This is an optimization exercise on Yosys and OpenROAD, whose aim is small area, a short achievable clock period and few clock cycles per item, not a production implementation. No functional check of the RTL was part of any run shown here.

## design/flow/run.sh

```bash
#!/bin/bash
# synth_recipe.tcl (not shown) runs the flow's synth.tcl, then flattens the netlist and writes it again
# the make line also repeats each setting of config.mk as NAME=value (left out here)
make -C /OpenROAD-flow-scripts/flow DESIGN_CONFIG=/design/flow/config.mk WORK_HOME=/design/flow/orfs CLKGATE_MAP_FILE= SYNTH_SCRIPT=/design/flow/synth_recipe.tcl finish
```

## design/flow/config.mk

```make
export PLATFORM = sky130hd
export DESIGN_NAME = lidar_polar_to_pixel
export DESIGN_NICKNAME = lidar_polar_to_pixel
export VERILOG_FILES = /design/flow/design.v
export SDC_FILE = /design/flow/constraint.sdc
export NUM_CORES = 4
export LEC_CHECK = 0
export CAP_MARGIN = 20
export CORE_MARGIN = 2
export CORE_UTILIZATION = 40
export SLEW_MARGIN = 20
```

## design/flow/constraint.sdc

```tcl
create_clock -name core_clock -period 10.0 [get_ports {clk}]
set_input_delay 2.0000 -clock core_clock [delete_from_list [all_inputs] [get_ports {clk}]]
set_output_delay 2.0000 -clock core_clock [all_outputs]
set_load 0.01 [all_outputs]
```

## design/flow/design.v

```verilog
    localparam logic [23:0] SCALE_RESET  = 24'd65536;
    localparam logic [11:0] CENTRE_X_RST = 12'd400;
    localparam logic [11:0] CENTRE_Y_RST = 12'd300;
    localparam logic [1:0] REG_PIXEL_SCALE = 2'd0;
    localparam logic [1:0] REG_CENTRE_X    = 2'd1;
    localparam logic [1:0] REG_CENTRE_Y    = 2'd2;
    function automatic logic [29:0] atan_q30(input int i);
        logic [29:0] r;
        case (i)
            0:       r = 30'd843314857;
            1:       r = 30'd497837829;
            2:       r = 30'd263043837;
            3:       r = 30'd133525159;
            4:       r = 30'd67021687;
            5:       r = 30'd33543516;
            6:       r = 30'd16775851;
            7:       r = 30'd8388437;
            8:       r = 30'd4194283;
            9:       r = 30'd2097149;
            10:      r = 30'd1048576;
            11:      r = 30'd524288;
            12:      r = 30'd262144;
            13:      r = 30'd131072;
            14:      r = 30'd65536;
            15:      r = 30'd32768;
            default: r = 30'd0;
        endcase
        atan_q30 = r;
    endfunction
    function automatic logic [4:0] sig_prefix(input logic [12:0] r);
        logic [4:0] c;
        if (r <= 13'd54) c = 5'b00010;
        else if (r <= 13'd281) c = 5'b00011;
        else if (r <= 13'd508) c = 5'b00100;
        else if (r <= 13'd737) c = 5'b00101;
        else if (r <= 13'd966) c = 5'b00110;
        else if (r <= 13'd1179) c = 5'b00111;
        else if (r <= 13'd1393) c = 5'b01000;
        else if (r <= 13'd1622) c = 5'b01001;
        else if (r <= 13'd1851) c = 5'b01010;
        else if (r <= 13'd2078) c = 5'b01011;
        else if (r <= 13'd2305) c = 5'b01100;
        else if (r <= 13'd2534) c = 5'b01101;
        else if (r <= 13'd2763) c = 5'b01110;
        else if (r <= 13'd2879) c = 5'b01111;
        else if (r <= 13'd2996) c = 5'b10000;
        else if (r <= 13'd3225) c = 5'b10001;
        else if (r <= 13'd3454) c = 5'b10010;
        else if (r <= 13'd3681) c = 5'b10011;
        else if (r <= 13'd3908) c = 5'b10100;
        else if (r <= 13'd4137) c = 5'b10101;
        else if (r <= 13'd4366) c = 5'b10110;
        else if (r <= 13'd4580) c = 5'b10111;
        else if (r <= 13'd4793) c = 5'b11000;
        else if (r <= 13'd5022) c = 5'b11001;
        else if (r <= 13'd5251) c = 5'b11010;
        else if (r <= 13'd5478) c = 5'b11011;
        else if (r <= 13'd5705) c = 5'b11100;
        else c = 5'b11101;
        sig_prefix = c;
    endfunction
    function automatic logic [25:0] s6_of(input logic [4:0] c);
        logic [25:0] s;
        case (c)
            5'b00010: s = 26'd49495067;
            5'b00011: s = 26'd49473235;
            5'b00100: s = 26'd48284283;
            5'b00101: s = 26'd48262451;
            5'b00110: s = 26'd48109929;
            5'b00111: s = 26'd48088097;
            5'b01000: s = 26'd38886183;
            5'b01001: s = 26'd38864351;
            5'b01010: s = 26'd38711829;
            5'b01011: s = 26'd38689997;
            5'b01100: s = 26'd37501045;
            5'b01101: s = 26'd37479213;
            5'b01110: s = 26'd37326691;
            5'b01111: s = 26'd37304859;
            5'b10000: s = 26'd38712119;
            5'b10001: s = 26'd38690287;
            5'b10010: s = 26'd38537765;
            5'b10011: s = 26'd38515933;
            5'b10100: s = 26'd37326981;
            5'b10101: s = 26'd37305149;
            5'b10110: s = 26'd37152627;
            5'b10111: s = 26'd37130795;
            5'b11000: s = 26'd27928881;
            5'b11001: s = 26'd27907049;
            5'b11010: s = 26'd27754527;
            5'b11011: s = 26'd27732695;
            5'b11100: s = 26'd26543743;
            5'b11101: s = 26'd26521911;
            default: s = 26'd0;
        endcase
        s6_of = s;
    endfunction
module lpp_add #(
    parameter int W = 32
) (
    input  logic [W-1:0] a,
    input  logic [W-1:0] b,
    input  logic         ci,
    input  logic         inv,
    output logic [W-1:0] s
);
    localparam int L = $clog2(W + 1);
    logic [W:0] g [0:L];
    logic [W:0] p [0:L];
    logic [W-1:0] hx;
    assign hx      = a ^ b;
    assign g[0][0] = ci;
    assign p[0][0] = 1'b0;
    assign g[0][W:1] = a & b;
    assign p[0][W:1] = hx;
    for (genvar l = 0; l < L; l++)
    begin : g_lvl
        for (genvar i = 0; i <= W; i++)
        begin : g_bit
            if (((i >> l) & 1) == 1)
            begin : g_node
                localparam int J = ((i >> l) << l) - 1;
                assign g[l + 1][i] = g[l][i] | (p[l][i] & g[l][J]);
                assign p[l + 1][i] = p[l][i] & p[l][J];
            end
            else
            begin : g_pass
                assign g[l + 1][i] = g[l][i];
                assign p[l + 1][i] = p[l][i];
            end
        end
    end
    assign s = (hx ^ {W{inv}}) ^ g[L][W-1:0];
endmodule
module lpp_csa #(
    parameter int N = 3,
    parameter int W = 32
) (
    input  logic [N*W-1:0] rows,
    output logic [W-1:0]   s,
    output logic [W-1:0]   c
);
    function automatic int rows_at(input int lev);
        int n;
        n = N;
        for (int k = 0; k < lev; k++)
            n = 2 * (n / 3) + (n % 3);
        rows_at = n;
    endfunction
    function automatic int levels();
        int n;
        int k;
        n = N;
        k = 0;
        for (int j = 0; j < 32; j++)
        begin
            if (n > 2)
            begin
                n = 2 * (n / 3) + (n % 3);
                k++;
            end
        end
        levels = k;
    endfunction
    localparam int NL = levels();
    logic [N*W-1:0] lv [0:NL];
    assign lv[0] = rows;
    for (genvar l = 0; l < NL; l++)
    begin : g_lvl
        localparam int NI = rows_at(l);
        localparam int NG = NI / 3;
        localparam int NR = NI % 3;
        for (genvar k = 0; k < NG; k++)
        begin : g_grp
            logic [W-1:0] a;
            logic [W-1:0] b;
            logic [W-1:0] d;
            logic [W-1:0] mj;
            assign a  = lv[l][(3 * k) * W +: W];
            assign b  = lv[l][(3 * k + 1) * W +: W];
            assign d  = lv[l][(3 * k + 2) * W +: W];
            assign mj = (a & b) | (a & d) | (b & d);
            assign lv[l + 1][(2 * k) * W +: W]     = a ^ b ^ d;
            assign lv[l + 1][(2 * k + 1) * W +: W] = {mj[W-2:0], 1'b0};
        end
        for (genvar k = 0; k < NR; k++)
        begin : g_rest
            assign lv[l + 1][(2 * NG + k) * W +: W] = lv[l][(3 * NG + k) * W +: W];
        end
        if (2 * NG + NR < N)
        begin : g_zero
            assign lv[l + 1][N*W-1:(2 * NG + NR) * W] = '0;
        end
    end
    if (N == 1)
    begin : g_one
        assign s = lv[NL][W-1:0];
        assign c = '0;
    end
    else
    begin : g_two
        assign s = lv[NL][W-1:0];
        assign c = lv[NL][2*W-1:W];
    end
endmodule
module lpp_cordic_stage #(
    parameter int SHIFT = 2
) (
    input  logic               clk,
    input  logic               en,
    input  logic               sig,
    input  logic               sig_next,
    input  logic signed [32:0] din_x,
    input  logic signed [32:0] din_yp,
    output logic signed [32:0] dout_x,
    output logic signed [32:0] dout_yp
);
    logic signed [32:0] xs;
    logic signed [32:0] ys;
    logic [32:0]        x_next;
    logic [32:0]        y_next;
    assign xs = din_x >>> SHIFT;
    assign ys = din_yp >>> SHIFT;
    lpp_add #(.W(33)) u_x (
        .a   (din_x),
        .b   (ys),
        .ci  (sig),
        .inv (1'b0),
        .s   (x_next)
    );
    lpp_add #(.W(33)) u_y (
        .a   (din_yp),
        .b   (~xs),
        .ci  (1'b1),
        .inv (sig ^ sig_next),
        .s   (y_next)
    );
    always_ff @(posedge clk)
    begin
        if (en)
        begin
            dout_x  <= x_next;
            dout_yp <= y_next;
        end
    end
endmodule
module lidar_polar_to_pixel (
    input  logic        clk,
    input  logic        rst_n,
    input  logic        s_axis_tvalid,
    output logic        s_axis_tready,
    input  logic [39:0] s_axis_tdata,
    input  logic        s_axis_tuser,
    output logic        m_axis_tvalid,
    input  logic        m_axis_tready,
    output logic [39:0] m_axis_tdata,
    output logic        m_axis_tuser,
    input  logic        cfg_we,
    input  logic [1:0]  cfg_index,
    input  logic [23:0] cfg_data
);
    localparam logic [23:0] SCALE_RESET  = 24'd65536;
    localparam logic [11:0] CENTRE_X_RST = 12'd400;
    localparam logic [11:0] CENTRE_Y_RST = 12'd300;
    localparam logic [1:0] REG_PIXEL_SCALE = 2'd0;
    localparam logic [1:0] REG_CENTRE_X    = 2'd1;
    localparam logic [1:0] REG_CENTRE_Y    = 2'd2;
    function automatic logic [29:0] atan_q30(input int i);
        logic [29:0] r;
        case (i)
            0:       r = 30'd843314857;
            1:       r = 30'd497837829;
            2:       r = 30'd263043837;
            3:       r = 30'd133525159;
            4:       r = 30'd67021687;
            5:       r = 30'd33543516;
            6:       r = 30'd16775851;
            7:       r = 30'd8388437;
            8:       r = 30'd4194283;
            9:       r = 30'd2097149;
            10:      r = 30'd1048576;
            11:      r = 30'd524288;
            12:      r = 30'd262144;
            13:      r = 30'd131072;
            14:      r = 30'd65536;
            15:      r = 30'd32768;
            default: r = 30'd0;
        endcase
        atan_q30 = r;
    endfunction
    function automatic logic [4:0] sig_prefix(input logic [12:0] r);
        logic [4:0] c;
        if (r <= 13'd54) c = 5'b00010;
        else if (r <= 13'd281) c = 5'b00011;
        else if (r <= 13'd508) c = 5'b00100;
        else if (r <= 13'd737) c = 5'b00101;
        else if (r <= 13'd966) c = 5'b00110;
        else if (r <= 13'd1179) c = 5'b00111;
        else if (r <= 13'd1393) c = 5'b01000;
        else if (r <= 13'd1622) c = 5'b01001;
        else if (r <= 13'd1851) c = 5'b01010;
        else if (r <= 13'd2078) c = 5'b01011;
        else if (r <= 13'd2305) c = 5'b01100;
        else if (r <= 13'd2534) c = 5'b01101;
        else if (r <= 13'd2763) c = 5'b01110;
        else if (r <= 13'd2879) c = 5'b01111;
        else if (r <= 13'd2996) c = 5'b10000;
        else if (r <= 13'd3225) c = 5'b10001;
        else if (r <= 13'd3454) c = 5'b10010;
        else if (r <= 13'd3681) c = 5'b10011;
        else if (r <= 13'd3908) c = 5'b10100;
        else if (r <= 13'd4137) c = 5'b10101;
        else if (r <= 13'd4366) c = 5'b10110;
        else if (r <= 13'd4580) c = 5'b10111;
        else if (r <= 13'd4793) c = 5'b11000;
        else if (r <= 13'd5022) c = 5'b11001;
        else if (r <= 13'd5251) c = 5'b11010;
        else if (r <= 13'd5478) c = 5'b11011;
        else if (r <= 13'd5705) c = 5'b11100;
        else c = 5'b11101;
        sig_prefix = c;
    endfunction
    function automatic logic [25:0] s6_of(input logic [4:0] c);
        logic [25:0] s;
        case (c)
            5'b00010: s = 26'd49495067;
            5'b00011: s = 26'd49473235;
            5'b00100: s = 26'd48284283;
            5'b00101: s = 26'd48262451;
            5'b00110: s = 26'd48109929;
            5'b00111: s = 26'd48088097;
            5'b01000: s = 26'd38886183;
            5'b01001: s = 26'd38864351;
            5'b01010: s = 26'd38711829;
            5'b01011: s = 26'd38689997;
            5'b01100: s = 26'd37501045;
            5'b01101: s = 26'd37479213;
            5'b01110: s = 26'd37326691;
            5'b01111: s = 26'd37304859;
            5'b10000: s = 26'd38712119;
            5'b10001: s = 26'd38690287;
            5'b10010: s = 26'd38537765;
            5'b10011: s = 26'd38515933;
            5'b10100: s = 26'd37326981;
            5'b10101: s = 26'd37305149;
            5'b10110: s = 26'd37152627;
            5'b10111: s = 26'd37130795;
            5'b11000: s = 26'd27928881;
            5'b11001: s = 26'd27907049;
            5'b11010: s = 26'd27754527;
            5'b11011: s = 26'd27732695;
            5'b11100: s = 26'd26543743;
            5'b11101: s = 26'd26521911;
            default: s = 26'd0;
        endcase
        s6_of = s;
    endfunction
    localparam int NP = 20;    
    logic [23:0] pixel_scale_reg;
    logic [11:0] centre_x_reg;
    logic [11:0] centre_y_reg;
    always_ff @(posedge clk or negedge rst_n)
    begin
        if (!rst_n)
        begin
            pixel_scale_reg <= SCALE_RESET;
            centre_x_reg    <= CENTRE_X_RST;
            centre_y_reg    <= CENTRE_Y_RST;
        end
        else if (cfg_we)
        begin
            case (cfg_index)
                REG_PIXEL_SCALE: pixel_scale_reg <= cfg_data;
                REG_CENTRE_X:    centre_x_reg    <= cfg_data[11:0];
                REG_CENTRE_Y:    centre_y_reg    <= cfg_data[11:0];
                default:         ;  
            endcase
        end
    end
    logic stall_reg;
    logic rdy_reg;
    logic en;
    assign en            = !stall_reg;
    assign s_axis_tready = rdy_reg;
    logic [NP-1:0]      v_reg;
    logic [NP-1:1][1:0] quad_reg;
    logic [NP-1:0][5:0] qual_reg;
    logic [NP-1:0]      st_reg;
    always_ff @(posedge clk or negedge rst_n)
    begin
        if (!rst_n)
            v_reg <= '0;
        else if (en)
            v_reg <= {v_reg[NP-2:0], s_axis_tvalid && (s_axis_tdata[39:24] != 16'd0)};
    end
    logic [15:0] d0_reg;
    logic [14:0] a0_reg;
    always_ff @(posedge clk)
    begin
        if (en)
        begin
            d0_reg <= s_axis_tdata[39:24];
            a0_reg <= s_axis_tdata[23:9];
        end
    end
    localparam logic [39:0] BOOTH_K = 40'(-(40'd1 << 25) - (40'd1 << 27) - (40'd1 << 29)
                                          - (40'd1 << 31) - (40'd1 << 33) - (40'd1 << 35)
                                          - (40'd1 << 37) - (40'd1 << 39));
    localparam logic [14:0] BOOTH_U = BOOTH_K[39:25];
    logic [17:0]   dx;
    logic [9*40-1:0] brows;
    logic [7:0]    bneg;
    assign dx = {2'b00, d0_reg};
    always_comb
    begin
        brows = '0;
        for (int k = 0; k < 8; k++)
        begin
            logic b2;
            logic b1;
            logic b0;
            logic one;
            logic two;
            logic [24:0] m;
            logic [24:0] t;
            logic [39:0] row;
            b2 = dx[2 * k + 1];
            b1 = dx[2 * k];
            b0 = (k == 0) ? 1'b0 : dx[2 * k - 1];
            one = b1 ^ b0;
            two = (b2 & ~b1 & ~b0) | (~b2 & b1 & b0);
            m = ({25{one}} & {1'b0, pixel_scale_reg}) | ({25{two}} & {pixel_scale_reg, 1'b0});
            t = m ^ {25{b2}};
            bneg[k] = b2;
            if (k == 0)
                row = {(b2 ? BOOTH_U : BOOTH_U + 15'd1), t};
            else
                row = 40'({~b2, t}) << (2 * k);
            brows[k * 40 +: 40] = row;
        end
        brows[8 * 40 +: 40] = 40'(dx[15] ? pixel_scale_reg : 24'd0) << 16;
        for (int k = 0; k < 8; k++)
            brows[(k + 1) * 40 + 2 * k] = bneg[k];
    end
    logic [39:0] bs;
    logic [39:0] bc;
    lpp_csa #(.N(9), .W(40)) u_bcsa (
        .rows (brows),
        .s    (bs),
        .c    (bc)
    );
    logic [8:0] blo;
    assign blo = {1'b0, bs[7:0]} + {1'b0, bc[7:0]};
    logic [1:0]  quad_c1;
    logic [14:0] aoff;
    logic [14:0] rem15;
    always_comb
    begin
        if (a0_reg >= 15'd28800)
        begin
            quad_c1 = 2'd1;
            aoff    = 15'd28800;
        end
        else if (a0_reg >= 15'd23040)
        begin
            quad_c1 = 2'd0;
            aoff    = 15'd23040;
        end
        else if (a0_reg >= 15'd17280)
        begin
            quad_c1 = 2'd3;
            aoff    = 15'd17280;
        end
        else if (a0_reg >= 15'd11520)
        begin
            quad_c1 = 2'd2;
            aoff    = 15'd11520;
        end
        else if (a0_reg >= 15'd5760)
        begin
            quad_c1 = 2'd1;
            aoff    = 15'd5760;
        end
        else
        begin
            quad_c1 = 2'd0;
            aoff    = 15'd0;
        end
        rem15 = a0_reg - aoff;
    end
    logic [31:0] pa_reg;
    logic [31:0] pb_reg;
    logic        pc_reg;
    logic [6:1][12:0] r_reg;
    always_ff @(posedge clk)
    begin
        if (en)
        begin
            pa_reg <= bs[39:8];
            pb_reg <= bc[39:8];
            pc_reg <= blo[8];
        end
    end
    logic [31:0] p_sum;
    logic [31:0] p_reg;
    lpp_add #(.W(32)) u_padd (
        .a   (pa_reg),
        .b   (pb_reg),
        .ci  (pc_reg),
        .inv (1'b0),
        .s   (p_sum)
    );
    always_ff @(posedge clk)
    begin
        if (en)
            p_reg <= p_sum;
    end
    localparam int NCSD = 12;
    localparam logic [61:0] GAIN_K = 62'((62'd1 << 24) - (62'd1 << 56) + (62'd1 << 21) - (62'd1 << 53)
                                         + (62'd1 << 18) - (62'd1 << 50) + (62'd1 << 10) - (62'd1 << 42)
                                         + (62'd1 << 7) - (62'd1 << 39) + (62'd1 << 5) - (62'd1 << 37));
    logic [61:0] pp;
    logic [61:0] pn;
    logic [(NCSD+1)*62-1:0] grows;
    assign pp = {30'd0, p_reg};
    assign pn = {30'd0, ~p_reg};
    assign grows = {GAIN_K,
                    pp << 29, pp << 27, pn << 24, pn << 21, pn << 18, pp << 16,
                    pp << 14, pn << 10, pn << 7, pn << 5, pp << 3, pp << 1};
    logic [61:0] gs;
    logic [61:0] gc;
    lpp_csa #(.N(NCSD + 1), .W(62)) u_gcsa (
        .rows (grows),
        .s    (gs),
        .c    (gc)
    );
    logic [61:0] gs_reg;
    logic [61:1] gc_reg;
    always_ff @(posedge clk)
    begin
        if (en)
        begin
            gs_reg <= gs;
            gc_reg <= gc[61:1];
        end
    end
    logic [61:0] x0_full;
    logic [31:0] x0_reg;
    logic [7:4][4:0] code_reg;
    lpp_add #(.W(62)) u_x0add (
        .a   (gs_reg),
        .b   ({gc_reg, 1'b0}),
        .ci  (1'b0),
        .inv (1'b0),
        .s   (x0_full)
    );
    always_ff @(posedge clk)
    begin
        if (en)
            x0_reg <= x0_full[61:30];
    end
    logic [16:0] sig_at [4:19];
    logic [16:0] r9_reg;
    logic [17:0] r33_reg;
    always_ff @(posedge clk)
    begin
        if (en)
        begin
            r9_reg  <= 17'(r_reg[6]) + (17'(r_reg[6]) << 3);
            r33_reg <= 18'(r_reg[6]) + (18'(r_reg[6]) << 5);
        end
    end
    logic [4*26-1:0] zrows;
    assign zrows = {26'(~s6_of(code_reg[7])) + 26'd1,
                    ~(26'(r33_reg) << 6),
                    26'(r9_reg) << 1,
                    26'(r9_reg) << 15};
    logic [25:0] zs;
    logic [25:0] zc;
    logic [25:0] z6_sum;
    lpp_csa #(.N(4), .W(26)) u_zcsa (
        .rows (zrows),
        .s    (zs),
        .c    (zc)
    );
    lpp_add #(.W(26)) u_z6add (
        .a   (zs),
        .b   (zc),
        .ci  (1'b1),
        .inv (1'b0),
        .s   (z6_sum)
    );
    localparam logic [29:0] T6 = atan_q30(6);
    localparam logic [29:0] T7 = atan_q30(7);
    localparam logic [29:0] T8 = atan_q30(8);
    localparam logic [29:0] T9 = atan_q30(9);
    logic [25:0] z6_reg;
    logic [24:0] z7_reg;
    logic [23:0] z8_reg;
    logic [22:0] z9_reg;
    logic [24:0] z7_sum;
    logic [23:0] z8_sum;
    logic [22:0] z9_sum;
    logic [21:0] z10_sum;
    lpp_add #(.W(25)) u_z7 (
        .a   (z6_reg[24:0]),
        .b   (z6_reg[25] ? T6[24:0] : ~T6[24:0]),
        .ci  (!z6_reg[25]),
        .inv (1'b0),
        .s   (z7_sum)
    );
    lpp_add #(.W(24)) u_z8 (
        .a   (z7_reg[23:0]),
        .b   (z7_reg[24] ? T7[23:0] : ~T7[23:0]),
        .ci  (!z7_reg[24]),
        .inv (1'b0),
        .s   (z8_sum)
    );
    lpp_add #(.W(23)) u_z9 (
        .a   (z8_reg[22:0]),
        .b   (z8_reg[23] ? T8[22:0] : ~T8[22:0]),
        .ci  (!z8_reg[23]),
        .inv (1'b0),
        .s   (z9_sum)
    );
    lpp_add #(.W(22)) u_z10 (
        .a   (z9_reg[21:0]),
        .b   (z9_reg[22] ? T9[21:0] : ~T9[21:0]),
        .ci  (!z9_reg[22]),
        .inv (1'b0),
        .s   (z10_sum)
    );
    always_ff @(posedge clk)
    begin
        if (en)
        begin
            z6_reg <= z6_sum;
            z7_reg <= z7_sum;
            z8_reg <= z8_sum;
            z9_reg <= z9_sum;
        end
    end
    logic [16:0] sig_reg [5:19];
    assign sig_at[4] = {11'd0, code_reg[4][0], code_reg[4][1], code_reg[4][2],
                        code_reg[4][3], code_reg[4][4], 1'b0};
    for (genvar k = 5; k <= 19; k++)
    begin : g_sig
        logic [16:0] nxt;
        always_comb
        begin
            nxt = sig_at[k - 1];
            if (k == 12)
                nxt[15:10] = {z10_sum[16], z10_sum[17], z10_sum[18],
                              z10_sum[19], z10_sum[20], !z10_sum[21]};
            for (int i = 0; i <= 16; i++)
                if (i + 3 < k || i == 0 || i == 16 || (i >= 6 && i <= 9 && k == i + 2))
                    nxt[i] = 1'b0;
        end
        always_ff @(posedge clk)
        begin
            if (en)
                sig_reg[k] <= nxt;
        end
        logic [16:0] at;
        always_comb
        begin
            at = sig_reg[k];
            if (k == 8)
                at[6] = !z6_reg[25];
            if (k == 9)
                at[7] = !z7_reg[24];
            if (k == 10)
                at[8] = !z8_reg[23];
            if (k == 11)
                at[9] = !z9_reg[22];
        end
        assign sig_at[k] = at;
    end
    logic signed [32:0] cx_reg [5:19];
    logic signed [32:0] cy_reg [5:19];
    logic [32:0]        it1_a;
    logic [32:0]        it1_b;
    logic [32:0]        it1_an;
    logic [32:0]        it1_bn;
    logic               s1;
    logic               s2;
    assign s1 = sig_at[4][1];
    assign s2 = sig_at[4][2];
    lpp_add #(.W(33)) u_it1a (
        .a   ({1'b0, x0_reg}),
        .b   ({2'b00, x0_reg[31:1]}),
        .ci  (1'b0),
        .inv (1'b0),
        .s   (it1_a)
    );
    lpp_add #(.W(33)) u_it1an (
        .a   ({1'b0, x0_reg}),
        .b   ({2'b00, x0_reg[31:1]}),
        .ci  (1'b0),
        .inv (1'b1),
        .s   (it1_an)
    );
    assign it1_b  = {2'b00, x0_reg[31:1]} + 33'(x0_reg[0]);
    assign it1_bn = ~it1_b;
    logic signed [32:0] c5_x;
    logic signed [32:0] c5_yp;
    always_ff @(posedge clk)
    begin
        if (en)
        begin
            c5_x  <= s1 ? it1_b : it1_a;
            c5_yp <= s1 ? (s2 ? it1_an : it1_a) : (s2 ? it1_bn : it1_b);
        end
    end
    assign cx_reg[5] = c5_x;
    assign cy_reg[5] = c5_yp;
    for (genvar i = 2; i <= 15; i++)
    begin : g_cordic
        lpp_cordic_stage #(
            .SHIFT (i)
        ) u_stage (
            .clk      (clk),
            .en       (en),
            .sig      (sig_at[i + 3][i]),
            .sig_next (sig_at[i + 3][i + 1]),
            .din_x    (cx_reg[i + 3]),
            .din_yp   (cy_reg[i + 3]),
            .dout_x   (cx_reg[i + 4]),
            .dout_yp  (cy_reg[i + 4])
        );
    end
    always_ff @(posedge clk)
    begin
        if (en)
        begin
            qual_reg <= {qual_reg[NP-2:0], s_axis_tdata[7:2]};
            st_reg   <= {st_reg[NP-2:0], s_axis_tuser};
            quad_reg <= {quad_reg[NP-2:1], quad_c1};
            r_reg    <= {r_reg[5:1], rem15[12:0]};
            code_reg <= {code_reg[6:4], sig_prefix(r_reg[3])};
        end
    end
    logic signed [32:0] fx;
    logic signed [32:0] fy;
    assign fx = cx_reg[19];
    assign fy = cy_reg[19];
    function automatic logic [15:0] place(input logic signed [32:0] v, input logic neg,
                                          input logic [11:0] centre);
        logic [22:0] vh;
        logic [22:0] nv;
        logic        fr;
        logic [23:0] sum;
        logic [15:0] o;
        vh  = v[32:10];
        fr  = v[32] && (v[9:0] != 10'd0);
        nv  = vh ^ {23{neg}};
        sum = 24'(centre) + {nv[22], nv} + 24'(neg ^ fr);
        if (sum[23] && !(&sum[22:15]))
            o = 16'h8000;
        else if (!sum[23] && (|sum[22:15]))
            o = 16'h7FFF;
        else
            o = sum[15:0];
        place = o;
    endfunction
    logic [1:0]  fq;
    logic [15:0] px;
    logic [15:0] py;
    assign fq = quad_reg[NP - 1];
    assign px = place(fq[0] ? fx : fy, fq[1], centre_x_reg);
    assign py = place(fq[0] ? fy : fx, !(fq[0] ^ fq[1]), centre_y_reg);
    logic [38:0] res;
    logic        res_v;
    logic        ov_reg;
    logic        o2v_reg;
    logic [38:0] o_reg;
    logic [38:0] o2_reg;
    logic        hs;
    assign res   = {st_reg[NP - 1], qual_reg[NP - 1], py, px};
    assign res_v = en && v_reg[NP - 1];
    assign hs    = ov_reg && m_axis_tready;
    always_ff @(posedge clk or negedge rst_n)
    begin
        if (!rst_n)
        begin
            ov_reg    <= 1'b0;
            o2v_reg   <= 1'b0;
            stall_reg <= 1'b0;
            rdy_reg   <= 1'b1;
        end
        else
        begin
            if (hs)
            begin
                ov_reg    <= o2v_reg || res_v;
                o2v_reg   <= 1'b0;
                stall_reg <= 1'b0;
                rdy_reg   <= 1'b1;
            end
            else if (!ov_reg)
            begin
                ov_reg    <= res_v;
                stall_reg <= 1'b0;
                rdy_reg   <= 1'b1;
            end
            else if (res_v)
            begin
                o2v_reg   <= 1'b1;
                stall_reg <= 1'b1;
                rdy_reg   <= 1'b0;
            end
        end
    end
    always_ff @(posedge clk)
    begin
        if (hs && o2v_reg)
            o_reg <= o2_reg;
        else if (hs || !ov_reg)
            o_reg <= res;
        if (ov_reg && !hs && res_v)
            o2_reg <= res;
    end
    assign m_axis_tvalid = ov_reg;
    assign m_axis_tdata  = {2'b00, o_reg[37:0]};
    assign m_axis_tuser  = o_reg[38];
endmodule
```

==> results of run 1 <==
[logic make-up (layout without fill, tap and decap cells)]
group / count (synthesis) / in the layout / synth area share
compound gates: 2536 / 2536 / 0.1202
simple gates: 2304 / 2304 / 0.08202
fa+ha+maj: 1993 / 1993 / 0.2193
flops: 1874 / 1874 / 0.4191
xor+xnor: 1620 / 1620 / 0.1068
buf+inv: 1575 / 1791 / 0.04464
mux: 98 / 98 / 0.007932
other cells: 1 / 15 / 0.00002823
[routing by layer]
metal  vias to the layer above  GRT usage
met1                     40550     0.2424
met3                       485    0.02173
met5                         -          0
met4                         6    0.06151
li1                      42460          -
met2                      1524     0.2884
[worst min path at each step]
stage | end | cells past startpoint | startpoint
2_1_floorplan | code_reg[10]$_DFFE_PN_ | 0 | code_reg[5]$_DFFE_PN_
5_1_grt | qual_reg[35]$_DFFE_PN_ | 0 | qual_reg[29]$_DFFE_PN_
3_3_place_gp | qual_reg[97]$_DFFE_PN_ | 0 | qual_reg[91]$_DFFE_PN_
6_report | qual_reg[35]$_DFFE_PN_ | 0 | qual_reg[29]$_DFFE_PN_
4_1_cts | qual_reg[30]$_DFFE_PN_ | 0 | qual_reg[24]$_DFFE_PN_
3_5_place_dp | g_sig[14].at[14]$_DFFE_PN_ | 0 | g_sig[13].at[14]$_DFFE_PN_
[cells in the mapped netlist, types with 319 or more instances]
cell type / number
a21o_1: 347
a21oi_1: 837
clkbuf_1: 319
edfxtp_1: 1776
fa_1: 578
ha_1: 1354
inv_1: 1167
nand2_1: 558
nor2_1: 754
o21ai_0: 466
xnor2_1: 1138
xor2_1: 482
[layout make-up]
type                       count  share of cell area
antenna                       13           0.0002223
clock buffer                 250             0.03831
clock inverter               140             0.01057
inverter                    1179             0.03027
multi-input combinational   8553              0.4890
sequential                  1874              0.3804
tap                         4366             0.03733
timing repair buffer         222             0.01390
[through the flow]
stage	area, um2	utilization	std cells
floorplan	132900	-	12000
global route	146300	0.4427	16590
global placement	139100	0.4208	16190
detailed placement	139100	0.4209	16190
CTS	146300	0.4425	16580
finish	146300	0.4427	16600
[cell usage in the layout (no fill, tap or decap), drive strengths merged, types with 35 or more instances in the layout]
cell           Yosys  final
edfxtp          1776   1776
ha              1354   1354
inv             1167   1171
xnor2           1138   1138
a21oi            838    838
nor2             754    754
fa               578    578
nand2            558    558
xor2             482    482
o21ai            467    467
a21o             349    349
clkbuf           319    250
nor2b            184    184
nor3             168    168
o21a             155    155
nand3            152    152
nand2b           125    125
buf               77    114
o22ai            111    111
clkdlybuf4s50      0    108
clkinv            12    102
a211oi            84     84
and2              73     73
a31oi             71     71
a221oi            68     68
dfrtp             63     63
maj3              61     61
o21bai            59     59
mux2              58     58
or2               56     56
nand4             52     52
and3              50     50
o31ai             42     42
o211ai            41     41
mux2i             40     40
a21boi            35     35
==> reports/metrics.yaml, run 1 <==
status: "finished clean"
drt_iter0_drc: 5496
rows: 211
fin_crit_sh: 0.5649
numCtsBuffers: 217
r2r_cells: 18
highest_layer: "met5"
reg2reg_to: "o_reg[20]$_DFFE_PP_"
cts_tree: "built"
multi_input_area_mm2: 0.07155
maxSlewHeadroom: 0.2187
worst_slack_ns: 4.351
syn_inst: 12000
cts_resized: 0
die_w_um: 580.2
fin_crit_ns: 5.649
dieHeight_um: 580.2
dr.pass1.iters: 6
hold_viol_final: 0
tns_ns: 0
syn2layout_area_growth_pct: 10.17
netlist_top_cells_area: "edfxtp_1 (40%), ha_1 (13%), fa_1 (8.7%)"
clkTransAtPathRegs_ns: 0.06
cts_setup_buffers: 0
timing.hold.ws_ns: 0.3102
synth_top_area_frac: 0.4015
synth_area_mm2: 0.1328
crit_slowest_cell: "buf_4"
htree_levels: 4
setup_viol: 0
grt_max_degree: 190
hp-class: "register to register"
synth_seq_area_share: 0.4191
r2r_slack_ns: 4.35
critPathRequiredTime_ns: 10.70
critPathCaptureType: "register"
boundaryPins: 115
crit_chain: "buf_4 > nor2_1 > a21oi_1 > xnor2_1 > fa_1 > fa_1 > a21o_1 > a21oi_1 > o21bai_1 > a21oi_1 > nor2_1 > nor4_1 > nor2_1 > or4b_1 > a21oi_1 > o2111ai_1 > and3_1 > a211oi_1"
rsz0062_at_grt: "false"
portBuffers: 109
dpl.hpwl_um: 226400
clock-sinks: 1874
r2r-start: "quad_reg[36]$_DFFE_PN_"
crit_arrival_ns: 6.35
synth_edf_count: 1776
crit_cells: 18
wl_met3_um: 12350
critPathBufInv: 1
synth.distinct_cells: 88
syn_area_per_cell_um2: 11.07
clock.fmax_mhz: 177.0
grt_usage: 0.1768
async_flop_share: 0.03842
postCtsHoldBufs: 0
ant_nets: 0
start_util: 0.4018
yosys_warnings: 53
clk_path_buf_depth: 4
synth_seq_cells: 1874
final_layout_size_suffix_gt1_frac: 0.05009
place_congestion: 0.8755
crit_path_start: "quad_reg[36]$_DFFE_PN_"
grt_pass1_vias: 84280
drv_slew: 0
dp_slack_ns: 4.368
via_per_inst: 5.122
wl_met2_um: 137000
fillers: 30990
slowest_delay_ns: 0.71
nNetsFinal: 14050
coreArea_mm2: 0.3305
cpMostUsedCell: "a21oi_1"
final.setup_skew_ns: 0.1150
die-area_mm2: 0.3367
yosys.area.top_type: "edfxtp_1"
drv_cap: 0
cts-root-buf: "clkbuf_16"
wl_um: 298400
worst_pin_slew_ns: 1.169
seq_area_mm2: 0.05567
antenna_found_initial: 13
wl_per_cell_um: 17.98
worstSetupStartpointType: "register"
num_vias: 85020
synth_top_flop_cell: "edfxtp_1"
insertion_delay_ns: 0.92
crit_family: "simple AND/OR/NAND/NOR gates"
grt_pass1_wl_um: 474000
overflow: 0
wl_met1_um: 138200
critPathCapture: "o_reg[20]$_DFFE_PP_"
crit_type: "register to register"
cp_max_fo: 83
drc: 0
==> run 2: changes to the inputs <==
--- a/design/flow/design.v
+++ b/design/flow/design.v
@@ -102,3 +102,2 @@
     input  logic         ci,
-    input  logic         inv,
     output logic [W-1:0] s
@@ -131,3 +130,3 @@
     end
-    assign s = (hx ^ {W{inv}}) ^ g[L][W-1:0];
+    assign s = hx ^ g[L][W-1:0];
 endmodule
@@ -205,3 +204,3 @@
 module lpp_cordic_stage #(
-    parameter int SHIFT = 2
+    parameter int SHIFT = 1
 ) (
@@ -210,7 +209,6 @@
     input  logic               sig,
-    input  logic               sig_next,
     input  logic signed [32:0] din_x,
-    input  logic signed [32:0] din_yp,
+    input  logic signed [32:0] din_y,
     output logic signed [32:0] dout_x,
-    output logic signed [32:0] dout_yp
+    output logic signed [32:0] dout_y
 );
@@ -221,16 +219,14 @@
     assign xs = din_x >>> SHIFT;
-    assign ys = din_yp >>> SHIFT;
+    assign ys = din_y >>> SHIFT;
     lpp_add #(.W(33)) u_x (
-        .a   (din_x),
-        .b   (ys),
-        .ci  (sig),
-        .inv (1'b0),
-        .s   (x_next)
+        .a  (din_x),
+        .b  (ys ^ {33{sig}}),
+        .ci (sig),
+        .s  (x_next)
     );
     lpp_add #(.W(33)) u_y (
-        .a   (din_yp),
-        .b   (~xs),
-        .ci  (1'b1),
-        .inv (sig ^ sig_next),
-        .s   (y_next)
+        .a  (din_y),
+        .b  (xs ^ {33{~sig}}),
+        .ci (~sig),
+        .s  (y_next)
     );
@@ -240,4 +236,4 @@
         begin
-            dout_x  <= x_next;
-            dout_yp <= y_next;
+            dout_x <= x_next;
+            dout_y <= y_next;
         end
@@ -379,6 +375,5 @@
     logic stall_reg;
-    logic rdy_reg;
     logic en;
     assign en            = !stall_reg;
-    assign s_axis_tready = rdy_reg;
+    assign s_axis_tready = en;
     logic [NP-1:0]      v_reg;
@@ -492,3 +487,3 @@
     logic        pc_reg;
-    logic [6:1][12:0] r_reg;
+    logic [8:1][12:0] r_reg;
     always_ff @(posedge clk)
@@ -505,7 +500,6 @@
     lpp_add #(.W(32)) u_padd (
-        .a   (pa_reg),
-        .b   (pb_reg),
-        .ci  (pc_reg),
-        .inv (1'b0),
-        .s   (p_sum)
+        .a  (pa_reg),
+        .b  (pb_reg),
+        .ci (pc_reg),
+        .s  (p_sum)
     );
@@ -523,3 +517,3 @@
     logic [(NCSD+1)*62-1:0] grows;
-    assign pp = {30'd0, p_reg};
+    assign pp = 62'(p_reg);
     assign pn = {30'd0, ~p_reg};
@@ -535,4 +529,7 @@
     );
-    logic [61:0] gs_reg;
-    logic [61:1] gc_reg;
+    logic [30:0] glo;
+    assign glo = {1'b0, gs[29:0]} + {1'b0, gc[29:0]};
+    logic [31:0] xa_reg;
+    logic [31:0] xb_reg;
+    logic        xc_reg;
     always_ff @(posedge clk)
@@ -541,16 +538,18 @@
         begin
-            gs_reg <= gs;
-            gc_reg <= gc[61:1];
-        end
-    end
-    logic [61:0] x0_full;
-    logic [31:0] x0_reg;
-    logic [7:4][4:0] code_reg;
-    lpp_add #(.W(62)) u_x0add (
-        .a   (gs_reg),
-        .b   ({gc_reg, 1'b0}),
-        .ci  (1'b0),
-        .inv (1'b0),
-        .s   (x0_full)
-    );
+            xa_reg <= gs[61:30];
+            xb_reg <= gc[61:30];
+            xc_reg <= glo[30];
+        end
+    end
+    logic [31:0] x0_sum;
+    lpp_add #(.W(32)) u_x0add (
+        .a  (xa_reg),
+        .b  (xb_reg),
+        .ci (xc_reg),
+        .s  (x0_sum)
+    );
+    logic signed [32:0] cx_reg [4:19];
+    logic signed [32:0] cy_reg [4:19];
+    logic [31:0]        x0_reg;
+    logic [8:4][4:0]    code_reg;
     always_ff @(posedge clk)
@@ -558,20 +557,19 @@
         if (en)
-            x0_reg <= x0_full[61:30];
+            x0_reg <= x0_sum;
     end
-    logic [16:0] sig_at [4:19];
-    logic [16:0] r9_reg;
-    logic [17:0] r33_reg;
-    always_ff @(posedge clk)
+    logic [15:0] sig_at [4:19];
+    localparam int NZ = 7;
+    logic [NZ*26-1:0] zrows;
+    always_comb
     begin
-        if (en)
-        begin
-            r9_reg  <= 17'(r_reg[6]) + (17'(r_reg[6]) << 3);
-            r33_reg <= 18'(r_reg[6]) + (18'(r_reg[6]) << 5);
-        end
+        logic [25:0] rr;
+        rr = 26'(r_reg[8]);
+        zrows[0 * 26 +: 26] = rr << 1;
+        zrows[1 * 26 +: 26] = rr << 4;
+        zrows[2 * 26 +: 26] = ~(rr << 6);
+        zrows[3 * 26 +: 26] = ~(rr << 11);
+        zrows[4 * 26 +: 26] = rr << 15;
+        zrows[5 * 26 +: 26] = rr << 18;
+        zrows[6 * 26 +: 26] = 26'(~s6_of(code_reg[8])) + 26'd3;
     end
-    logic [4*26-1:0] zrows;
-    assign zrows = {26'(~s6_of(code_reg[7])) + 26'd1,
-                    ~(26'(r33_reg) << 6),
-                    26'(r9_reg) << 1,
-                    26'(r9_reg) << 15};
     logic [25:0] zs;
@@ -579,3 +577,3 @@
     logic [25:0] z6_sum;
-    lpp_csa #(.N(4), .W(26)) u_zcsa (
+    lpp_csa #(.N(NZ), .W(26)) u_zcsa (
         .rows (zrows),
@@ -585,12 +583,7 @@
     lpp_add #(.W(26)) u_z6add (
-        .a   (zs),
-        .b   (zc),
-        .ci  (1'b1),
-        .inv (1'b0),
-        .s   (z6_sum)
+        .a  (zs),
+        .b  (zc),
+        .ci (1'b0),
+        .s  (z6_sum)
     );
-    localparam logic [29:0] T6 = atan_q30(6);
-    localparam logic [29:0] T7 = atan_q30(7);
-    localparam logic [29:0] T8 = atan_q30(8);
-    localparam logic [29:0] T9 = atan_q30(9);
     logic [25:0] z6_reg;
@@ -603,29 +596,29 @@
     logic [21:0] z10_sum;
+    localparam logic [29:0] T6 = atan_q30(6);
+    localparam logic [29:0] T7 = atan_q30(7);
+    localparam logic [29:0] T8 = atan_q30(8);
+    localparam logic [29:0] T9 = atan_q30(9);
     lpp_add #(.W(25)) u_z7 (
-        .a   (z6_reg[24:0]),
-        .b   (z6_reg[25] ? T6[24:0] : ~T6[24:0]),
-        .ci  (!z6_reg[25]),
-        .inv (1'b0),
-        .s   (z7_sum)
+        .a  (z6_reg[24:0]),
+        .b  (z6_reg[25] ? T6[24:0] : ~T6[24:0]),
+        .ci (!z6_reg[25]),
+        .s  (z7_sum)
     );
     lpp_add #(.W(24)) u_z8 (
-        .a   (z7_reg[23:0]),
-        .b   (z7_reg[24] ? T7[23:0] : ~T7[23:0]),
-        .ci  (!z7_reg[24]),
-        .inv (1'b0),
-        .s   (z8_sum)
+        .a  (z7_reg[23:0]),
+        .b  (z7_reg[24] ? T7[23:0] : ~T7[23:0]),
+        .ci (!z7_reg[24]),
+        .s  (z8_sum)
     );
     lpp_add #(.W(23)) u_z9 (
-        .a   (z8_reg[22:0]),
-        .b   (z8_reg[23] ? T8[22:0] : ~T8[22:0]),
-        .ci  (!z8_reg[23]),
-        .inv (1'b0),
-        .s   (z9_sum)
+        .a  (z8_reg[22:0]),
+        .b  (z8_reg[23] ? T8[22:0] : ~T8[22:0]),
+        .ci (!z8_reg[23]),
+        .s  (z9_sum)
     );
     lpp_add #(.W(22)) u_z10 (
-        .a   (z9_reg[21:0]),
-        .b   (z9_reg[22] ? T9[21:0] : ~T9[21:0]),
-        .ci  (!z9_reg[22]),
-        .inv (1'b0),
-        .s   (z10_sum)
+        .a  (z9_reg[21:0]),
+        .b  (z9_reg[22] ? T9[21:0] : ~T9[21:0]),
+        .ci (!z9_reg[22]),
+        .s  (z10_sum)
     );
@@ -641,8 +634,8 @@
     end
-    logic [16:0] sig_reg [5:19];
-    assign sig_at[4] = {11'd0, code_reg[4][0], code_reg[4][1], code_reg[4][2],
+    assign sig_at[4] = {10'd0, code_reg[4][0], code_reg[4][1], code_reg[4][2],
                         code_reg[4][3], code_reg[4][4], 1'b0};
+    logic [15:0] sig_reg [5:19];
     for (genvar k = 5; k <= 19; k++)
     begin : g_sig
-        logic [16:0] nxt;
+        logic [15:0] nxt;
         always_comb
@@ -650,8 +643,17 @@
             nxt = sig_at[k - 1];
+            if (k == 9)
+                nxt[6] = !z6_sum[25];
+            if (k == 10)
+                nxt[7] = !z7_sum[24];
+            if (k == 11)
+                nxt[8] = !z8_sum[23];
             if (k == 12)
+                nxt[9] = !z9_sum[22];
+            if (k == 13)
                 nxt[15:10] = {z10_sum[16], z10_sum[17], z10_sum[18],
                               z10_sum[19], z10_sum[20], !z10_sum[21]};
-            for (int i = 0; i <= 16; i++)
-                if (i + 3 < k || i == 0 || i == 16 || (i >= 6 && i <= 9 && k == i + 2))
+            for (int i = 1; i <= 15; i++)
+                if (i + 4 <= k)
                     nxt[i] = 1'b0;
+            nxt[0] = 1'b0;
         end
@@ -662,56 +664,7 @@
         end
-        logic [16:0] at;
-        always_comb
-        begin
-            at = sig_reg[k];
-            if (k == 8)
-                at[6] = !z6_reg[25];
-            if (k == 9)
-                at[7] = !z7_reg[24];
-            if (k == 10)
-                at[8] = !z8_reg[23];
-            if (k == 11)
-                at[9] = !z9_reg[22];
-        end
-        assign sig_at[k] = at;
-    end
-    logic signed [32:0] cx_reg [5:19];
-    logic signed [32:0] cy_reg [5:19];
-    logic [32:0]        it1_a;
-    logic [32:0]        it1_b;
-    logic [32:0]        it1_an;
-    logic [32:0]        it1_bn;
-    logic               s1;
-    logic               s2;
-    assign s1 = sig_at[4][1];
-    assign s2 = sig_at[4][2];
-    lpp_add #(.W(33)) u_it1a (
-        .a   ({1'b0, x0_reg}),
-        .b   ({2'b00, x0_reg[31:1]}),
-        .ci  (1'b0),
-        .inv (1'b0),
-        .s   (it1_a)
-    );
-    lpp_add #(.W(33)) u_it1an (
-        .a   ({1'b0, x0_reg}),
-        .b   ({2'b00, x0_reg[31:1]}),
-        .ci  (1'b0),
-        .inv (1'b1),
-        .s   (it1_an)
-    );
-    assign it1_b  = {2'b00, x0_reg[31:1]} + 33'(x0_reg[0]);
-    assign it1_bn = ~it1_b;
-    logic signed [32:0] c5_x;
-    logic signed [32:0] c5_yp;
-    always_ff @(posedge clk)
-    begin
-        if (en)
-        begin
-            c5_x  <= s1 ? it1_b : it1_a;
-            c5_yp <= s1 ? (s2 ? it1_an : it1_a) : (s2 ? it1_bn : it1_b);
-        end
+        assign sig_at[k] = sig_reg[k];
     end
-    assign cx_reg[5] = c5_x;
-    assign cy_reg[5] = c5_yp;
-    for (genvar i = 2; i <= 15; i++)
+    assign cx_reg[4] = $signed({1'b0, x0_reg});
+    assign cy_reg[4] = $signed({1'b0, x0_reg});
+    for (genvar i = 1; i <= 15; i++)
     begin : g_cordic
@@ -720,10 +673,9 @@
         ) u_stage (
-            .clk      (clk),
-            .en       (en),
-            .sig      (sig_at[i + 3][i]),
-            .sig_next (sig_at[i + 3][i + 1]),
-            .din_x    (cx_reg[i + 3]),
-            .din_yp   (cy_reg[i + 3]),
-            .dout_x   (cx_reg[i + 4]),
-            .dout_yp  (cy_reg[i + 4])
+            .clk    (clk),
+            .en     (en),
+            .sig    (sig_at[i + 3][i]),
+            .din_x  (cx_reg[i + 3]),
+            .din_y  (cy_reg[i + 3]),
+            .dout_x (cx_reg[i + 4]),
+            .dout_y (cy_reg[i + 4])
         );
@@ -737,4 +689,4 @@
             quad_reg <= {quad_reg[NP-2:1], quad_c1};
-            r_reg    <= {r_reg[5:1], rem15[12:0]};
-            code_reg <= {code_reg[6:4], sig_prefix(r_reg[3])};
+            r_reg    <= {r_reg[7:1], rem15[12:0]};
+            code_reg <= {code_reg[7:4], sig_prefix(r_reg[3])};
         end
@@ -787,3 +739,2 @@
             stall_reg <= 1'b0;
-            rdy_reg   <= 1'b1;
         end
@@ -796,3 +747,2 @@
                 stall_reg <= 1'b0;
-                rdy_reg   <= 1'b1;
             end
@@ -802,3 +752,2 @@
                 stall_reg <= 1'b0;
-                rdy_reg   <= 1'b1;
             end
@@ -808,3 +757,2 @@
                 stall_reg <= 1'b1;
-                rdy_reg   <= 1'b0;
             end
==> run 2 against run 1 <==
Against the previous run:
- clock skew shrank 0.017 ns
- worst hold slack gained 0.051 ns
==> reports/metrics.yaml, run 2 <==
fin_crit_ns: 5.566
layout_common_cells: "edfxtp_1 (1,722), ha_1 (1,352), inv_1 (1,242)"
synth_most_common_cell: "edfxtp_1"
synth-xor-area-share: 0.1023
numCtsBuffers: 211
drc: 0
dieHeight_um: 586.7
mostFrequentLayoutCell: "edfxtp_1"
async_flop_share: 0.03903
cp_max_fo: 35
clock-sinks: 1819
synth_area_mm2: 0.1358
synth_edf_count: 1722
grt_pass1_wl_um: 480400
crit_arrival_ns: 6.12
grt_pass1_vias: 87540
rows: 213
syn2layout_area_growth_pct: 9.665
synth_seq_cells: 1819
hp-class: "register to register"
nNetsFinal: 14650
clkTransAtPathRegs_ns: 0.06
drt_iter0_drc: 5936
netlist_top_cells_area: "edfxtp_1 (38%), ha_1 (12%), fa_1 (9.8%)"
clock.fmax_mhz: 179.7
fin_crit_sh: 0.5566
synth_top_family_by_area: "adder cells"
overflow: 0
r2r_slack_ns: 4.43
die-area_mm2: 0.3442
largest_reg_flops: 495
clk_path_buf_depth: 4
dr.pass1.iters: 6
syn_inst: 12510
critPathCaptureType: "register"
yosys_warnings: 51
postLayoutCellArea_mm2: 0.1489
tns_ns: 0
worstSetupStartpointType: "register"
postCtsHoldBufs: 0
htree_levels: 4
dpl_cell_area_mm2: 0.1420
wl_um: 299100
yosys.area.top_type: "edfxtp_1"
cts_resized: 0
cts_setup_buffers: 0
synth_top_cells_by_count: "edfxtp_1 (1,722), ha_1 (1,352), inv_1 (1,243)"
synth_top_area_frac: 0.3808
final.setup_skew_ns: 0.09834
via_per_inst: 5.152
status: "finished clean"
synth.distinct_cells: 104
hold_viol_final: 0
synthSimpleGateAreaFrac: 0.09129
final_layout_size_suffix_gt1_frac: 0.05019
place_congestion: 0.8510
coreArea_mm2: 0.3374
ant_nets: 0
wl_per_cell_um: 17.34
die_w_um: 586.7
worst_pin_slew_ns: 1.219
crit_type: "register to register"
dpl.hpwl_um: 225800
synthMuxAreaShare: 0.01177
setup_viol: 0
fillers: 31750
insertion_delay_ns: 0.92
maxSlewHeadroom: 0.1818
start_util: 0.4025
num_vias: 88890
antenna_found_initial: 7
timing.hold.ws_ns: 0.3613
synth_top_flop_cell: "edfxtp_1"
rsz0062_at_grt: "false"
cts-root-buf: "clkbuf_16"
syn_area_per_cell_um2: 10.86
grt_usage: 0.1722
synth_seq_area_share: 0.3978
synth_compound_area_frac: 0.1208
cts_tree: "built"
critPathRequiredTime_ns: 10.56
grt_max_degree: 171
drv_slew: 0
synth_fa_ha_area_frac: 0.2301
portBuffers: 109
drv_cap: 0
boundaryPins: 115
## run 2: cell types whose count changed in the layout (fill, tap and decap cells not counted), sizes merged, moves of 43 or more
cell | previous run | this run
fa | 578 | 667
a21o | 349 | 257
a21oi | 838 | 700
inv | 1171 | 1257
xnor2 | 1138 | 962
nand2b | 125 | 66
nor2 | 754 | 1010
nor3 | 168 | 307
edfxtp | 1776 | 1722
xor2 | 482 | 624
a211oi | 84 | 128
nand2 | 558 | 601
## run 2: cell type report
cell class,instances,area [um2],share of cell area
antenna,5,12.51,0.00008402
clock buffer,277,5662,0.03802
clock inverter,111,1202,0.008074
inverter,1249,4692,0.03151
multi-input combinational,9040,75610,0.5077
sequential,1819,54020,0.3627
tap,4515,5649,0.03793
timing repair buffer,236,2079,0.01396
## run 2: worst paths after layout
kind | endpoint | from | cells after the start
setup / recovery | g_cordic[11].u_stage.dout_x[32]$_DFFE_PN_ | sig_reg[14][11]$_DFFE_PN_ | 15
hold / removal | qual_reg[40]$_DFFE_PN_ | qual_reg[34]$_DFFE_PN_ | 0
setup reg to reg | g_cordic[11].u_stage.dout_x[32]$_DFFE_PN_ | sig_reg[14][11]$_DFFE_PN_ | 15
hold reg to reg | qual_reg[40]$_DFFE_PN_ | qual_reg[34]$_DFFE_PN_ | 0
max in group asynchronous | stall_reg$_DFFE_PN0P_ | rst_n | 1
min in group asynchronous | ov_reg$_DFF_PN0_ | rst_n | 1
## run 2: worst max-delay path, stage by stage (launching register included)
cell and delay (ns):
edfxtp_1 0.84, buf_4 0.61, xor2_1 0.20, ha_1 0.33
o21ai_0 0.11, a221oi_2 0.44, a31oi_1 0.25, o22ai_2 0.27
a221o_2 0.32, a41oi_2 0.24, o311ai_2 0.45, nand3_1 0.20
a21oi_1 0.27, a21oi_1 0.12, fa_1 0.39, xor2_1 0.19
## run 2: logic make-up (layout without fill, tap and decap cells)
| kind of cell | count (synthesis) | count (layout) |
|---|---|---|
| compound gates | 2488 | 2488 |
| xor+xnor | 1586 | 1586 |
| fa+ha+maj | 2117 | 2117 |
| buf+inv | 1649 | 1873 |
| flops | 1819 | 1819 |
| mux | 149 | 149 |
| other cells | 1 | 7 |
| simple gates | 2698 | 2698 |
## run 2: layer usage
layer,track usage,wire length [um]
met2,0.2868,140800
met3,0.01945,12750
met5,0,14
met4,0.05078,8549
met1,0.2357,137000
## run 2: stage by stage
step | instances | setup WS (ns) | util
5_1_grt | 17250 | 4.106 | 0.4414
6_report | 17250 | 4.434 | 0.4414
2_1_floorplan | 12510 | -15.94 | -
3_3_place_gp | 16860 | 4.446 | 0.4209
4_1_cts | 17250 | 4.395 | 0.4413
3_5_place_dp | 16860 | 4.437 | 0.4210
==> run 3: changes to the inputs <==
--- a/design/flow/config.mk
+++ b/design/flow/config.mk
@@ -9,3 +9,4 @@
 export CORE_MARGIN = 2
-export CORE_UTILIZATION = 40
+export CORE_UTILIZATION = 60
+export PLACE_DENSITY = 0.72
 export SLEW_MARGIN = 20
==> run 3 against run 2 <==
Against the previous run:
- synthesized area did not move
- worst hold slack worse by 0.00089 ns
- sequential share of layout area grew 0.55 points
- critical endpoint is now o_reg[14]$_DFFE_PP_
==> reports/metrics.yaml, run 3 <==
status: "finished clean"
via_per_inst: 5.882
crit_arrival_ns: 6.39
timing.hold.ws_ns: 0.3604
start_util: 0.6038
die-area_mm2: 0.2302
final_layout_size_suffix_gt1_frac: 0.04939
grt_pass1_vias: 93400
crit_chain: "buf_4 > inv_2 > mux2i_1 > xnor2_1 > fa_1 > fa_1 > a21o_1 > a21oi_1 > o211ai_1 > a211oi_1 > nor3_1 > xnor2_1 > nor4b_1 > nor2_1 > o21bai_1 > mux2_2"
place_congestion: 0.9056
drv_cap: 0
clkTransAtPathRegs_ns: 0.07
cts_tree: "built"
slowest_delay_ns: 0.75
fin_crit_sh: 0.5779
layout_common_cells: "edfxtp_1 (1,722), ha_1 (1,352), inv_1 (1,242)"
worstSetupStartpointType: "register"
seq_area_mm2: 0.05402
boundaryPins: 115
netlist_top_cells_area: "edfxtp_1 (38%), ha_1 (12%), fa_1 (9.8%)"
coreArea_mm2: 0.2249
rows: 174
cp_max_fo: 79
setup_viol: 0
grt_usage: 0.2651
wl_met1_um: 130800
antenna_found_initial: 2
hp-class: "register to register"
synth_top_flop_cell: "edfxtp_1"
synth_edf_count: 1722
grt_pass1_wl_um: 492000
nNetsFinal: 14620
clock-sinks: 1819
tns_ns: 0
critPathBufInv: 2
wl_met2_um: 148300
portBuffers: 109
crit_type: "register to register"
crit_cells: 16
synth_top_cells_by_count: "edfxtp_1 (1,722), ha_1 (1,352), inv_1 (1,243)"
r2r_cells: 16
clk_path_buf_depth: 3
highest_layer: "met4"
cts_setup_buffers: 0
final.setup_skew_ns: 0.06390
htree_levels: 4
yosys.area.top_type: "edfxtp_1"
multi_input_area_mm2: 0.07561
wl_met3_um: 15830
syn_area_per_cell_um2: 10.86
ant_nets: 0
clock.fmax_mhz: 173.0
crit_family: "compound AO/OA/AOI/OAI gates"
syn_inst: 12510
fillers: 17160
cts-root-buf: "clkbuf_16"
drc: 0
maxSlewHeadroom: 0.2446
mostFrequentLayoutCell: "edfxtp_1"
num_vias: 92300
fin_util: 0.6523
largest_reg_flops: 495
async_flop_share: 0.03903
crit_slowest_cell: "nor2_1"
grt_max_degree: 180
critPathRequiredTime_ns: 10.61
overflow: 0
dr.pass1.iters: 6
drv_slew: 0
hold_path_depth: 0
dpl.hpwl_um: 230600
synth_seq_area_share: 0.3978
cts_resized: 0
postCtsHoldBufs: 0
synth_area_mm2: 0.1358
die_w_um: 479.7
yosys_warnings: 51
synth_seq_cells: 1819
critPathCaptureType: "register"
numCtsBuffers: 198
wl_per_cell_um: 19.40
synth_most_common_cell: "edfxtp_1"
synth.distinct_cells: 104
dieHeight_um: 479.7
rsz0062_at_grt: "false"
wl_um: 304400
hold_viol_final: 0
syn2layout_area_growth_pct: 8.022
synth_top_area_frac: 0.3808
drt_iter0_drc: 7180
worst_pin_slew_ns: 1.133
fin_crit_ns: 5.779
insertion_delay_ns: 0.87
==> run 3: kinds of logic (layout without fill, tap and decap cells) <==
logic type	Yosys count	count (layout)	synth area share
XOR/XNOR	1586	1586	0.1023
adder cells (fa/ha/maj)	2117	2117	0.2301
buffers and inverters	1649	1837	0.04595
other	1	6	0.00002761
AND/OR/NAND/NOR	2698	2698	0.09129
flip-flops	1819	1819	0.3978
multiplexers	149	149	0.01177
AO/OA/AOI/OAI	2488	2488	0.1208
==> run 3: final timing paths <==
check                                        from  slack, ns                              end
setup / recovery           quad_reg[36]$_DFFE_PN_       4.22              o_reg[14]$_DFFE_PP_
min in group asynchronous                   rst_n       1.27  pixel_scale_reg[18]$_DFFE_PN0P_
hold reg to reg            qual_reg[39]$_DFFE_PN_       0.36           qual_reg[45]$_DFFE_PN_
max in group asynchronous                   rst_n       8.09            stall_reg$_DFFE_PN0P_
setup reg to reg           quad_reg[36]$_DFFE_PN_       4.22              o_reg[14]$_DFFE_PP_
hold / removal             qual_reg[39]$_DFFE_PN_       0.36           qual_reg[45]$_DFFE_PN_
==> run 3: through the flow <==
stage	cell area [um2]	instances	setup slack [ns]
after floorplan	135800	12510	-15.94
after global routing	146700	15690	3.932
final	146700	15690	4.221
after global placement	140000	15320	4.430
after detailed placement	140000	15320	4.362
after CTS	146600	15690	4.322
==> run 3: final cells by class <==
class | instances | area share
Multi-Input combinational cell | 9040 | 0.5155
Antenna cell | 4 | 0.00006823
Tap cell | 2992 | 0.02552
Sequential cell | 1819 | 0.3682
Inverter | 1249 | 0.03198
Clock buffer | 231 | 0.03504
Timing Repair Buffer | 218 | 0.01361
Clock inverter | 139 | 0.01009
==> run 3: worst reg2reg max path, stage by stage (launching register included) <==
cell      delay, ns
edfxtp_1       0.33
buf_4          0.63
inv_2          0.37
mux2i_1        0.34
xnor2_1        0.13
fa_1           0.46
fa_1           0.42
a21o_1         0.17
a21oi_1        0.28
o211ai_1       0.20
a211oi_1       0.50
nor3_1         0.17
xnor2_1        0.17
nor4b_1        0.09
nor2_1         0.76
o21bai_1       0.21
mux2_2         0.31
==> run 3: per-layer routing <==
| metal | vias up | GRT usage |
|---|---|---|
| li1 | 44240 | - |
| met1 | 45150 | 0.3537 |
| met2 | 2380 | 0.4503 |
| met3 | 529 | 0.03578 |
| met4 | 0 | 0.08114 |
| met5 | - | 0 |

separate check: timing with driven ports:
No port has a modelled driver above. Below, the same layouts with a new extraction and two added sets of constraints.
Step 1 (the two cells are an assumption about what drives the block):
set clk [get_ports {clk}]
set_driving_cell -lib_cell sky130_fd_sc_hd__clkbuf_16 $clk
set_driving_cell -lib_cell sky130_fd_sc_hd__buf_2 [delete_from_list [all_inputs] $clk]
Step 2, shift: input delay + t, output delay - t, t = (earliest + latest rising clock arrival at the registers) / 2. This alone moves slack from input paths to output paths.
Slacks: ideal / step 1 / step 2; pairs: ideal / step 1.
run	t, ns	setup slack, ns	slew at the worst register clock pin (ns)	worst data-port slew with drivers (ns)
run 1	0.955	4.351 / 4.351 / 4.351	0.07 / 0.07	0.17
run 2	0.972	4.434 / 4.434 / 4.434	0.07 / 0.07	0.08
run 3	0.932	4.221 / 4.221 / 4.221	0.07 / 0.07	0.11
After both steps setup and hold are still met in every run listed.
